Context: an optimization exercise on an open-source flow, tuned for small area and a short achievable clock period. The choices shown serve that exercise and are no tape-out recipe. At most, simulation tests tie the RTL to the original design; equivalence was not proved.

==> flow/design.v <==
`timescale 1ns/10ps
`default_nettype none
module cacc_lsd #(
  parameter WIDTH = 36
) (
  input  wire [WIDTH-1:0] value,
  output reg  [5:0]       cnt
);
  wire [WIDTH-2:0] diff;
  integer i;
  assign diff = value[WIDTH-2:0] ^ {(WIDTH-1){value[WIDTH-1]}};
  always @(*) begin
    cnt = WIDTH - 1;
    for (i = 0; i < WIDTH - 1; i = i + 1) begin
      if (diff[i]) begin
        cnt = WIDTH - 2 - i;
      end
    end
  end
endmodule
`default_nettype wire
`timescale 1ns/10ps
`default_nettype none
module cacc_add #(
  parameter WIDTH = 41
) (
  input  wire [WIDTH-1:0] a,
  input  wire [WIDTH-1:0] b,
  input  wire             cin,
  output wire [WIDTH-1:0] sum
);
  localparam LEVELS = 6;
  wire [WIDTH:0] g0 = {a & b, cin};
  wire [WIDTH:0] p0 = {a ^ b, 1'b0};
  reg [WIDTH:0] g, p, gn, pn;
  integer l, i, k;
  always @(*) begin
    g = g0;
    p = p0;
    for (l = 0; l < LEVELS; l = l + 1) begin
      gn = g;
      pn = p;
      for (i = 0; i <= WIDTH; i = i + 1) begin
        if ((i >> l) & 1) begin
          k = ((i >> l) << l) - 1;
          gn[i] = g[i] | (p[i] & g[k]);
          pn[i] = p[i] & p[k];
        end
      end
      g = gn;
      p = pn;
    end
  end
  assign sum = p0[WIDTH:1] ^ g[WIDTH-1:0];
endmodule
`default_nettype wire
`timescale 1ns/10ps
`default_nettype none
module cacc_fp48_calc (
  input  wire        nvdla_core_clk,
  input  wire        nvdla_core_rstn,
  input  wire        in_valid,
  input  wire        in_sel,
  input  wire [43:0] in_data,
  input  wire [47:0] in_op,
  input  wire        in_op_valid,
  output wire [47:0] out_partial_data,
  output reg         out_partial_valid,
  output reg  [31:0] out_final_data,
  output reg         out_final_valid
);
  reg r1_valid, r1_fin;
  reg r2_valid, r2_fin;
  reg r3_fin;
  always @(posedge nvdla_core_clk or negedge nvdla_core_rstn) begin
    if (!nvdla_core_rstn) begin
      r1_valid          <= 1'b0;
      r1_fin            <= 1'b0;
      r2_valid          <= 1'b0;
      r2_fin            <= 1'b0;
      r3_fin            <= 1'b0;
      out_partial_valid <= 1'b0;
      out_final_valid   <= 1'b0;
    end else begin
      r1_valid          <= in_valid;
      r1_fin            <= in_valid & in_sel;
      r2_valid          <= r1_valid;
      r2_fin            <= r1_fin;
      r3_fin            <= r2_fin;
      out_partial_valid <= r2_valid & ~r2_fin;
      out_final_valid   <= r3_fin;
    end
  end
  wire [5:0]  d_expo = in_data[43:38];
  wire [37:0] d_mant = in_data[37:0];
  wire [7:0]  o_expo = in_op_valid ? in_op[47:40] : 8'd0;
  wire [39:0] o_mant = in_op_valid ? in_op[39:0] : 40'd0;
  wire d_zero = ~(|d_mant);
  wire d_nan  = &d_expo;
  wire o_zero = ~(|o_mant);
  wire o_nan  = &o_expo;
  wire [5:0] d_lead;
  cacc_lsd #(.WIDTH(36)) u_lsd36 (
    .value (d_mant[35:0]),
    .cnt   (d_lead)
  );
  reg [35:0] r1_dm;
  reg [5:0]  r1_lead;
  reg [7:0]  r1_oe;
  reg [39:0] r1_om;
  reg        r1_nan;
  reg [8:0]  r1_adiff;
  wire [7:0] o_expz = o_zero ? 8'd0 : o_expo;
  wire [8:0] a_dd   = {3'b0, d_expo} + 9'd47;
  wire [8:0] a_do   = a_dd - {1'b0, o_expo};
  wire [8:0] a_zo   = 9'd35 - {1'b0, o_expo};
  wire [8:0] a_diff = d_zero ? (o_zero ? 9'd35 : a_zo) :
                               (o_zero ? a_dd  : a_do);
  always @(posedge nvdla_core_clk) begin
    r1_adiff <= a_diff;
    r1_dm    <= d_mant[35:0];
    r1_lead  <= d_lead;
    r1_oe    <= o_expz;
    r1_om    <= {(d_nan & ~o_nan) ? d_mant[37:27] : o_mant[39:29], o_mant[28:0]};
    r1_nan   <= d_nan | o_nan;
  end
  wire [35:0] x_norm = r1_dm << r1_lead;
  wire [39:0] x_mant = {x_norm, 4'b0};
  wire [7:0]  y_expo = r1_oe;
  wire [8:0]  xy_diff = r1_adiff - {3'b0, r1_lead};
  wire [8:0]  yx_diff = {3'b0, r1_lead} - r1_adiff;
  wire        x_ge    = ~xy_diff[8];
  wire [7:0]  sh_amt  = x_ge ? xy_diff[7:0] : yx_diff[7:0];
  wire [7:0]  max_e   = y_expo + (x_ge ? xy_diff[7:0] : 8'd0);
  wire [39:0] bg   = x_ge ? x_mant : r1_om;
  wire [39:0] sml = x_ge ? r1_om  : x_mant;
  wire [41:0] s_wide = $signed({sml, 2'd0}) >>> sh_amt;
  reg s_stick;
  integer j;
  always @(*) begin
    s_stick = sml[39] & (sh_amt >= 8'd43);
    for (j = 0; j < 40; j = j + 1) begin
      if (sml[j] && ({1'b0, sh_amt} >= j + 3) && ({1'b0, sh_amt} <= j + 40)) begin
        s_stick = 1'b1;
      end
    end
  end
  reg [39:0] r2_big;
  reg [39:0] r2_small;
  reg [2:0]  r2_cut;
  reg [7:0]  r2_expo;
  reg        r2_nan;
  reg [10:0] r2_pay;
  always @(posedge nvdla_core_clk) begin
    r2_big   <= bg;
    r2_small <= s_wide[41:2];
    r2_cut   <= {s_wide[1:0], s_stick};
    r2_expo  <= max_e;
    r2_nan   <= r1_nan;
    r2_pay   <= r1_om[39:29];
  end
  wire [40:0] m_sum;
  cacc_add #(.WIDTH(41)) u_add (
    .a   ({r2_big[39], r2_big}),
    .b   ({r2_small[39], r2_small}),
    .cin (1'b0),
    .sum (m_sum)
  );
  wire [43:0] s_tot = {m_sum, r2_cut};
  wire        s_zero = ~(|s_tot);
  wire [5:0] s_lead;
  cacc_lsd #(.WIDTH(44)) u_lsd44 (
    .value (s_tot),
    .cnt   (s_lead)
  );
  wire [43:0] s_shift = s_tot << s_lead;
  wire [7:0]  s_expo  = r2_expo + 8'd1 - {2'b00, s_lead};
  reg [41:0] r3_sum;
  reg [7:0]  r3_expo;
  always @(posedge nvdla_core_clk) begin
    r3_sum  <= r2_nan ? {r2_pay, 31'd0} : {s_shift[43:3], |s_shift[2:0]};
    r3_expo <= r2_nan ? 8'hff : s_zero ? 8'd0 : s_expo;
  end
  wire        r_sign  = r3_sum[41];
  wire [39:0] r_eff   = r3_sum[41:2];
  wire        r_p5    = r3_sum[1] & (~r_sign | r3_sum[0]);
  wire [39:0] r_round = r_eff + {39'd0, r_p5};
  wire        r_cpos  = ~r_sign & (&r_eff[38:0]) & r_p5;
  wire        r_cneg  = r_sign & ~r_eff[38] & (&r_eff[37:0]) & r_p5;
  wire [39:0] r_mant  = {r_round[39] & ~r_cpos, r_round[38] ^ (r_cpos | r_cneg), r_round[37:0]};
  wire [7:0]  r_expo  = r_cneg ? r3_expo - 8'd1 : r3_expo + {7'd0, r_cpos};
  assign out_partial_data = {r_expo, r_mant};
  wire        p_sign  = r_mant[39];
  wire [38:0] p_umant = r_mant[38:0];
  wire        p_neg2  = p_sign & ~(|p_umant);
  wire        p_nan   = &r_expo;
  wire        p_zero  = ~(|r_mant);
  wire        p_z14   = ~(|p_umant[13:0]);
  wire        p_c     = p_sign & p_z14;
  wire [24:0] p_b     = p_umant[38:14] ^ {25{p_sign}};
  wire        p_carry = (&p_b[24:1]) & (p_b[0] ^ p_c);
  wire [22:0] p_inc   = p_b[23:1] + {22'd0, p_b[0] | p_c};
  wire [22:0] p_frac  = p_nan ? {13'b0, p_umant[38:29]} : p_inc;
  wire [7:0]  p_er    = r_expo + 8'd64 + {7'd0, p_carry | p_neg2};
  wire [7:0]  p_expo  = p_zero ? 8'd0 : p_nan ? 8'hff : p_er;
  always @(posedge nvdla_core_clk) begin
    out_final_data <= {p_sign, p_expo, p_frac};
  end
endmodule
`default_nettype wire
export LEC_CHECK = 0
export ABC_AREA = 1
export CAP_MARGIN = 20
export CORE_MARGIN = 2
export CORE_UTILIZATION = 40
export SETUP_SLACK_MARGIN = 4.0
export SLEW_MARGIN = 20
create_clock -name core_clock -period 10.0 [get_ports {nvdla_core_clk}]
run.sh (not shown) runs the stock make flow with config.mk's settings and CLKGATE_MAP_FILE= SYNTH_SCRIPT=/design/flow/synth_recipe.tcl, a recipe that flattens the netlist after the stock synthesis.
==> next run, changes <==
--- a/flow/design.v
+++ b/flow/design.v
@@ -2,23 +2,28 @@
 `default_nettype none
 module cacc_lsd #(
   parameter WIDTH = 36
 ) (
   input  wire [WIDTH-1:0] value,
-  output reg  [5:0]       cnt
+  output wire [5:0]       cnt
 );
-  wire [WIDTH-2:0] diff;
-  integer i;
-  assign diff = value[WIDTH-2:0] ^ {(WIDTH-1){value[WIDTH-1]}};
-  always @(*) begin
-    cnt = WIDTH - 1;
-    for (i = 0; i < WIDTH - 1; i = i + 1) begin
-      if (diff[i]) begin
-        cnt = WIDTH - 2 - i;
+  localparam N = 64;
+  wire [N-1:0] x = {value[WIDTH-2:0] ^ {(WIDTH-1){value[WIDTH-1]}}, 1'b1, {(N-WIDTH){1'b0}}};
+  reg [N-1:0]   z;
+  reg [6*N-1:0] c;
+  integer l, b;
+  always @(*) begin
+    z = ~x;
+    c = {(6*N){1'b0}};
+    for (l = 1; l <= 6; l = l + 1) begin
+      for (b = 0; b < (N >> l); b = b + 1) begin
+        c[6*b +: 6] = z[2*b+1] ? (c[6*(2*b) +: 6] | (6'd1 << (l - 1))) : c[6*(2*b+1) +: 6];
+        z[b]        = z[2*b+1] & z[2*b];
       end
     end
   end
+  assign cnt = c[5:0];
 endmodule
 `default_nettype wire
 `timescale 1ns/10ps
 `default_nettype none
 module cacc_add #(
@@ -107,33 +112,36 @@
   reg [35:0] r1_dm;
   reg [5:0]  r1_lead;
   reg [7:0]  r1_oe;
   reg [39:0] r1_om;
   reg        r1_nan;
-  reg [8:0]  r1_adiff;
+  reg [7:0]  r1_sh;
+  reg        r1_xge;
   wire [7:0] o_expz = o_zero ? 8'd0 : o_expo;
   wire [8:0] a_dd   = {3'b0, d_expo} + 9'd47;
   wire [8:0] a_do   = a_dd - {1'b0, o_expo};
   wire [8:0] a_zo   = 9'd35 - {1'b0, o_expo};
   wire [8:0] a_diff = d_zero ? (o_zero ? 9'd35 : a_zo) :
                                (o_zero ? a_dd  : a_do);
-  always @(posedge nvdla_core_clk) begin
-    r1_adiff <= a_diff;
+  wire [8:0] xy_diff = a_diff - {3'b0, d_lead};
+  wire [8:0] yx_diff = {3'b0, d_lead} - a_diff;
+  wire       a_ge    = ~xy_diff[8];
+  always @(posedge nvdla_core_clk) begin
+    r1_sh    <= a_ge ? xy_diff[7:0] : yx_diff[7:0];
+    r1_xge   <= a_ge;
     r1_dm    <= d_mant[35:0];
     r1_lead  <= d_lead;
     r1_oe    <= o_expz;
     r1_om    <= {(d_nan & ~o_nan) ? d_mant[37:27] : o_mant[39:29], o_mant[28:0]};
     r1_nan   <= d_nan | o_nan;
   end
   wire [35:0] x_norm = r1_dm << r1_lead;
   wire [39:0] x_mant = {x_norm, 4'b0};
   wire [7:0]  y_expo = r1_oe;
-  wire [8:0]  xy_diff = r1_adiff - {3'b0, r1_lead};
-  wire [8:0]  yx_diff = {3'b0, r1_lead} - r1_adiff;
-  wire        x_ge    = ~xy_diff[8];
-  wire [7:0]  sh_amt  = x_ge ? xy_diff[7:0] : yx_diff[7:0];
-  wire [7:0]  max_e   = y_expo + (x_ge ? xy_diff[7:0] : 8'd0);
+  wire        x_ge    = r1_xge;
+  wire [7:0]  sh_amt  = r1_sh;
+  wire [7:0]  max_e   = y_expo + (x_ge ? sh_amt : 8'd0);
   wire [39:0] bg   = x_ge ? x_mant : r1_om;
   wire [39:0] sml = x_ge ? r1_om  : x_mant;
   wire [41:0] s_wide = $signed({sml, 2'd0}) >>> sh_amt;
   reg s_stick;
   integer j;
@@ -171,11 +179,20 @@
   wire [5:0] s_lead;
   cacc_lsd #(.WIDTH(44)) u_lsd44 (
     .value (s_tot),
     .cnt   (s_lead)
   );
-  wire [43:0] s_shift = s_tot << s_lead;
+  reg [43:0] s_shift;
+  always @(*) begin
+    s_shift = s_tot;
+    if (s_lead[5]) s_shift = s_shift << 32;
+    if (s_lead[4]) s_shift = s_shift << 16;
+    if (s_lead[3]) s_shift = s_shift << 8;
+    if (s_lead[2]) s_shift = s_shift << 4;
+    if (s_lead[1]) s_shift = s_shift << 2;
+    if (s_lead[0]) s_shift = s_shift << 1;
+  end
   wire [7:0]  s_expo  = r2_expo + 8'd1 - {2'b00, s_lead};
   reg [41:0] r3_sum;
   reg [7:0]  r3_expo;
   always @(posedge nvdla_core_clk) begin
     r3_sum  <= r2_nan ? {r2_pay, 31'd0} : {s_shift[43:3], |s_shift[2:0]};
Effect: First-iteration DRC count shrinks by a little under a tenth; wire length shrinks slightly; critical path depth grows by 2; count of clock-buffer cells in the layout shrinks by 8; non-clock buffer count shrinks by 25; area after synthesis grows by a few percent; register-to-register slack improves by 0.23 ns; design area shrinks slightly; sequential share of layout area hardly moves; worst setup slack improves by 0.13 ns; synthesized cell count grows by a little under a tenth.


== old ==
Another version of the RTL of cacc_fp48_calc (not shown whole).
Size: ~3800 cells after synthesis, roughly 290 flip-flops, ~180 I/O pins.
==> module cacc_lsd, before the edit <==
module cacc_lsd #(
  parameter WIDTH = 36
) (
  input  wire [WIDTH-1:0] value,
  output reg  [5:0]       cnt
);
  wire [WIDTH-2:0] diff;
  integer i;
  assign diff = value[WIDTH-2:0] ^ {(WIDTH-1){value[WIDTH-1]}};
  always @(*) begin
    cnt = WIDTH - 1;
    for (i = 0; i < WIDTH - 1; i = i + 1) begin
      if (diff[i]) begin
        cnt = WIDTH - 2 - i;
      end
    end
  end
endmodule
==> module cacc_fp48_calc, before the edit <==
module cacc_fp48_calc (
  input  wire        nvdla_core_clk,
  input  wire        nvdla_core_rstn,
  input  wire        in_valid,
  input  wire        in_sel,
  input  wire [43:0] in_data,
  input  wire [47:0] in_op,
  input  wire        in_op_valid,
  output wire [47:0] out_partial_data,
  output reg         out_partial_valid,
  output reg  [31:0] out_final_data,
  output reg         out_final_valid
);
  reg r1_valid, r1_fin;
  reg r2_valid, r2_fin;
  reg r3_fin;
  always @(posedge nvdla_core_clk or negedge nvdla_core_rstn) begin
    if (!nvdla_core_rstn) begin
      r1_valid          <= 1'b0;
      r1_fin            <= 1'b0;
      r2_valid          <= 1'b0;
      r2_fin            <= 1'b0;
      r3_fin            <= 1'b0;
      out_partial_valid <= 1'b0;
      out_final_valid   <= 1'b0;
    end else begin
      r1_valid          <= in_valid;
      r1_fin            <= in_valid & in_sel;
      r2_valid          <= r1_valid;
      r2_fin            <= r1_fin;
      r3_fin            <= r2_fin;
      out_partial_valid <= r2_valid & ~r2_fin;
      out_final_valid   <= r3_fin;
    end
  end
  wire [5:0]  d_expo = in_data[43:38];
  wire [37:0] d_mant = in_data[37:0];
  wire [7:0]  o_expo = in_op_valid ? in_op[47:40] : 8'd0;
  wire [39:0] o_mant = in_op_valid ? in_op[39:0] : 40'd0;
  wire d_zero = ~(|d_mant);
  wire d_nan  = &d_expo;
  wire o_zero = ~(|o_mant);
  wire o_nan  = &o_expo;
  wire [5:0] d_lead;
  cacc_lsd #(.WIDTH(36)) u_lsd36 (
    .value (d_mant[35:0]),
    .cnt   (d_lead)
  );
  reg [35:0] r1_dm;
  reg [5:0]  r1_lead;
  reg [7:0]  r1_oe;
  reg [39:0] r1_om;
  reg        r1_nan;
  reg [8:0]  r1_adiff;
  wire [7:0] o_expz = o_zero ? 8'd0 : o_expo;
  wire [8:0] a_dd   = {3'b0, d_expo} + 9'd47;
  wire [8:0] a_do   = a_dd - {1'b0, o_expo};
  wire [8:0] a_zo   = 9'd35 - {1'b0, o_expo};
  wire [8:0] a_diff = d_zero ? (o_zero ? 9'd35 : a_zo) :
                               (o_zero ? a_dd  : a_do);
  always @(posedge nvdla_core_clk) begin
    r1_adiff <= a_diff;
    r1_dm    <= d_mant[35:0];
    r1_lead  <= d_lead;
    r1_oe    <= o_expz;
    r1_om    <= {(d_nan & ~o_nan) ? d_mant[37:27] : o_mant[39:29], o_mant[28:0]};
    r1_nan   <= d_nan | o_nan;
  end
  wire [35:0] x_norm = r1_dm << r1_lead;
  wire [39:0] x_mant = {x_norm, 4'b0};
  wire [7:0]  y_expo = r1_oe;
  wire [8:0]  xy_diff = r1_adiff - {3'b0, r1_lead};
  wire [8:0]  yx_diff = {3'b0, r1_lead} - r1_adiff;
  wire        x_ge    = ~xy_diff[8];
  wire [7:0]  sh_amt  = x_ge ? xy_diff[7:0] : yx_diff[7:0];
  wire [7:0]  max_e   = y_expo + (x_ge ? xy_diff[7:0] : 8'd0);
  wire [39:0] bg   = x_ge ? x_mant : r1_om;
  wire [39:0] sml = x_ge ? r1_om  : x_mant;
  wire [41:0] s_wide = $signed({sml, 2'd0}) >>> sh_amt;
  reg s_stick;
  integer j;
  always @(*) begin
    s_stick = sml[39] & (sh_amt >= 8'd43);
    for (j = 0; j < 40; j = j + 1) begin
      if (sml[j] && ({1'b0, sh_amt} >= j + 3) && ({1'b0, sh_amt} <= j + 40)) begin
        s_stick = 1'b1;
      end
    end
  end
  reg [39:0] r2_big;
  reg [39:0] r2_small;
  reg [2:0]  r2_cut;
  reg [7:0]  r2_expo;
  reg        r2_nan;
  reg [10:0] r2_pay;
  always @(posedge nvdla_core_clk) begin
    r2_big   <= bg;
    r2_small <= s_wide[41:2];
    r2_cut   <= {s_wide[1:0], s_stick};
    r2_expo  <= max_e;
    r2_nan   <= r1_nan;
    r2_pay   <= r1_om[39:29];
  end
  wire [40:0] m_sum;
  cacc_add #(.WIDTH(41)) u_add (
    .a   ({r2_big[39], r2_big}),
    .b   ({r2_small[39], r2_small}),
    .cin (1'b0),
    .sum (m_sum)
  );
  wire [43:0] s_tot = {m_sum, r2_cut};
  wire        s_zero = ~(|s_tot);
  wire [5:0] s_lead;
  cacc_lsd #(.WIDTH(44)) u_lsd44 (
    .value (s_tot),
    .cnt   (s_lead)
  );
  wire [43:0] s_shift = s_tot << s_lead;
  wire [7:0]  s_expo  = r2_expo + 8'd1 - {2'b00, s_lead};
  reg [41:0] r3_sum;
  reg [7:0]  r3_expo;
  always @(posedge nvdla_core_clk) begin
    r3_sum  <= r2_nan ? {r2_pay, 31'd0} : {s_shift[43:3], |s_shift[2:0]};
    r3_expo <= r2_nan ? 8'hff : s_zero ? 8'd0 : s_expo;
  end
  wire        r_sign  = r3_sum[41];
  wire [39:0] r_eff   = r3_sum[41:2];
  wire        r_p5    = r3_sum[1] & (~r_sign | r3_sum[0]);
  wire [39:0] r_round = r_eff + {39'd0, r_p5};
  wire        r_cpos  = ~r_sign & (&r_eff[38:0]) & r_p5;
  wire        r_cneg  = r_sign & ~r_eff[38] & (&r_eff[37:0]) & r_p5;
  wire [39:0] r_mant  = {r_round[39] & ~r_cpos, r_round[38] ^ (r_cpos | r_cneg), r_round[37:0]};
  wire [7:0]  r_expo  = r_cneg ? r3_expo - 8'd1 : r3_expo + {7'd0, r_cpos};
  assign out_partial_data = {r_expo, r_mant};
  wire        p_sign  = r_mant[39];
  wire [38:0] p_umant = r_mant[38:0];
  wire        p_neg2  = p_sign & ~(|p_umant);
  wire        p_nan   = &r_expo;
  wire        p_zero  = ~(|r_mant);
  wire        p_z14   = ~(|p_umant[13:0]);
  wire        p_c     = p_sign & p_z14;
  wire [24:0] p_b     = p_umant[38:14] ^ {25{p_sign}};
  wire        p_carry = (&p_b[24:1]) & (p_b[0] ^ p_c);
  wire [22:0] p_inc   = p_b[23:1] + {22'd0, p_b[0] | p_c};
  wire [22:0] p_frac  = p_nan ? {13'b0, p_umant[38:29]} : p_inc;
  wire [7:0]  p_er    = r_expo + 8'd64 + {7'd0, p_carry | p_neg2};
  wire [7:0]  p_expo  = p_zero ? 8'd0 : p_nan ? 8'hff : p_er;
  always @(posedge nvdla_core_clk) begin
    out_final_data <= {p_sign, p_expo, p_frac};
  end
endmodule
clock: 10.0 ns
lec_check: 0
abc_area: 1
cap_margin: 20
core_margin: 2
core_utilization: 40
setup_slack_margin: 4.0
slew_margin: 20
The following lists how new was set up differently from old:
diff --git a/flow/design.v b/flow/design.v
--- a/flow/design.v
+++ b/flow/design.v
@@ -2,23 +2,28 @@
 `default_nettype none
 module cacc_lsd #(
   parameter WIDTH = 36
 ) (
   input  wire [WIDTH-1:0] value,
-  output reg  [5:0]       cnt
+  output wire [5:0]       cnt
 );
-  wire [WIDTH-2:0] diff;
-  integer i;
-  assign diff = value[WIDTH-2:0] ^ {(WIDTH-1){value[WIDTH-1]}};
+  localparam N = 64;
+  wire [N-1:0] x = {value[WIDTH-2:0] ^ {(WIDTH-1){value[WIDTH-1]}}, 1'b1, {(N-WIDTH){1'b0}}};
+  reg [N-1:0]   z;
+  reg [6*N-1:0] c;
+  integer l, b;
   always @(*) begin
-    cnt = WIDTH - 1;
-    for (i = 0; i < WIDTH - 1; i = i + 1) begin
-      if (diff[i]) begin
-        cnt = WIDTH - 2 - i;
+    z = ~x;
+    c = {(6*N){1'b0}};
+    for (l = 1; l <= 6; l = l + 1) begin
+      for (b = 0; b < (N >> l); b = b + 1) begin
+        c[6*b +: 6] = z[2*b+1] ? (c[6*(2*b) +: 6] | (6'd1 << (l - 1))) : c[6*(2*b+1) +: 6];
+        z[b]        = z[2*b+1] & z[2*b];
       end
     end
   end
+  assign cnt = c[5:0];
 endmodule
 `default_nettype wire
 `timescale 1ns/10ps
 `default_nettype none
 module cacc_add #(
@@ -107,33 +112,36 @@
   reg [35:0] r1_dm;
   reg [5:0]  r1_lead;
   reg [7:0]  r1_oe;
   reg [39:0] r1_om;
   reg        r1_nan;
-  reg [8:0]  r1_adiff;
+  reg [7:0]  r1_sh;
+  reg        r1_xge;
   wire [7:0] o_expz = o_zero ? 8'd0 : o_expo;
   wire [8:0] a_dd   = {3'b0, d_expo} + 9'd47;
   wire [8:0] a_do   = a_dd - {1'b0, o_expo};
   wire [8:0] a_zo   = 9'd35 - {1'b0, o_expo};
   wire [8:0] a_diff = d_zero ? (o_zero ? 9'd35 : a_zo) :
                                (o_zero ? a_dd  : a_do);
-  always @(posedge nvdla_core_clk) begin
-    r1_adiff <= a_diff;
+  wire [8:0] xy_diff = a_diff - {3'b0, d_lead};
+  wire [8:0] yx_diff = {3'b0, d_lead} - a_diff;
+  wire       a_ge    = ~xy_diff[8];
+  always @(posedge nvdla_core_clk) begin
+    r1_sh    <= a_ge ? xy_diff[7:0] : yx_diff[7:0];
+    r1_xge   <= a_ge;
     r1_dm    <= d_mant[35:0];
     r1_lead  <= d_lead;
     r1_oe    <= o_expz;
     r1_om    <= {(d_nan & ~o_nan) ? d_mant[37:27] : o_mant[39:29], o_mant[28:0]};
     r1_nan   <= d_nan | o_nan;
   end
   wire [35:0] x_norm = r1_dm << r1_lead;
   wire [39:0] x_mant = {x_norm, 4'b0};
   wire [7:0]  y_expo = r1_oe;
-  wire [8:0]  xy_diff = r1_adiff - {3'b0, r1_lead};
-  wire [8:0]  yx_diff = {3'b0, r1_lead} - r1_adiff;
-  wire        x_ge    = ~xy_diff[8];
-  wire [7:0]  sh_amt  = x_ge ? xy_diff[7:0] : yx_diff[7:0];
-  wire [7:0]  max_e   = y_expo + (x_ge ? xy_diff[7:0] : 8'd0);
+  wire        x_ge    = r1_xge;
+  wire [7:0]  sh_amt  = r1_sh;
+  wire [7:0]  max_e   = y_expo + (x_ge ? sh_amt : 8'd0);
   wire [39:0] bg   = x_ge ? x_mant : r1_om;
   wire [39:0] sml = x_ge ? r1_om  : x_mant;
   wire [41:0] s_wide = $signed({sml, 2'd0}) >>> sh_amt;
   reg s_stick;
   integer j;
Results
- Status: endpoint required time on the critical path parity (old, new)
- Compared with old, new shows post-detailed-route wirelength per cell lower by 0.82 um.
- Die area, new vs old: up by a few percent
- The final reports for new and old show via total after detailed routing higher in the former.
Function was not checked in any run of this note: the RTL went through the layout flow alone.

==> port drivers added, routing unchanged <==
No port has a modelled driver above. Below, the same layouts with a new extraction and two added sets of constraints.
Step 1 assumes that a clkbuf_16 drives the clock port and a buf_2 every other input.
Step 2 adds t to the input delays and takes it off the output delays; t is the mean of the earliest and latest rising clock arrival at the registers after step 1. Input paths then give back, and output paths get back, about the clock's delay inside the block.
Three values: ideal ports, drivers, drivers and shift; two values: the first two.
| run | shift t [ns] | setup slack, ns | latest minus earliest clock arrival (ns) | slew at the worst register clock pin (ns) |
|---|---|---|---|---|
| the first run of note 1 | 0.602 | 4.092 / 4.031 / 4.150 | 0.025 / 0.024 | 0.06 / 0.06 |
| the second run of note 1 | 0.623 | 4.227 / 4.162 / 3.723 | 0.041 / 0.042 | 0.07 / 0.07 |
| old | 0.602 | 4.092 / 4.031 / 4.150 | 0.025 / 0.024 | 0.06 / 0.06 |
| new | 0.627 | 4.180 / 4.117 / 3.735 | 0.025 / 0.024 | 0.07 / 0.07 |
After both steps setup and hold are still met in every run listed. The setup slack of the second run of note 1, which loses most, moves by -0.065 ns with the drivers and by -0.504 ns with both steps.
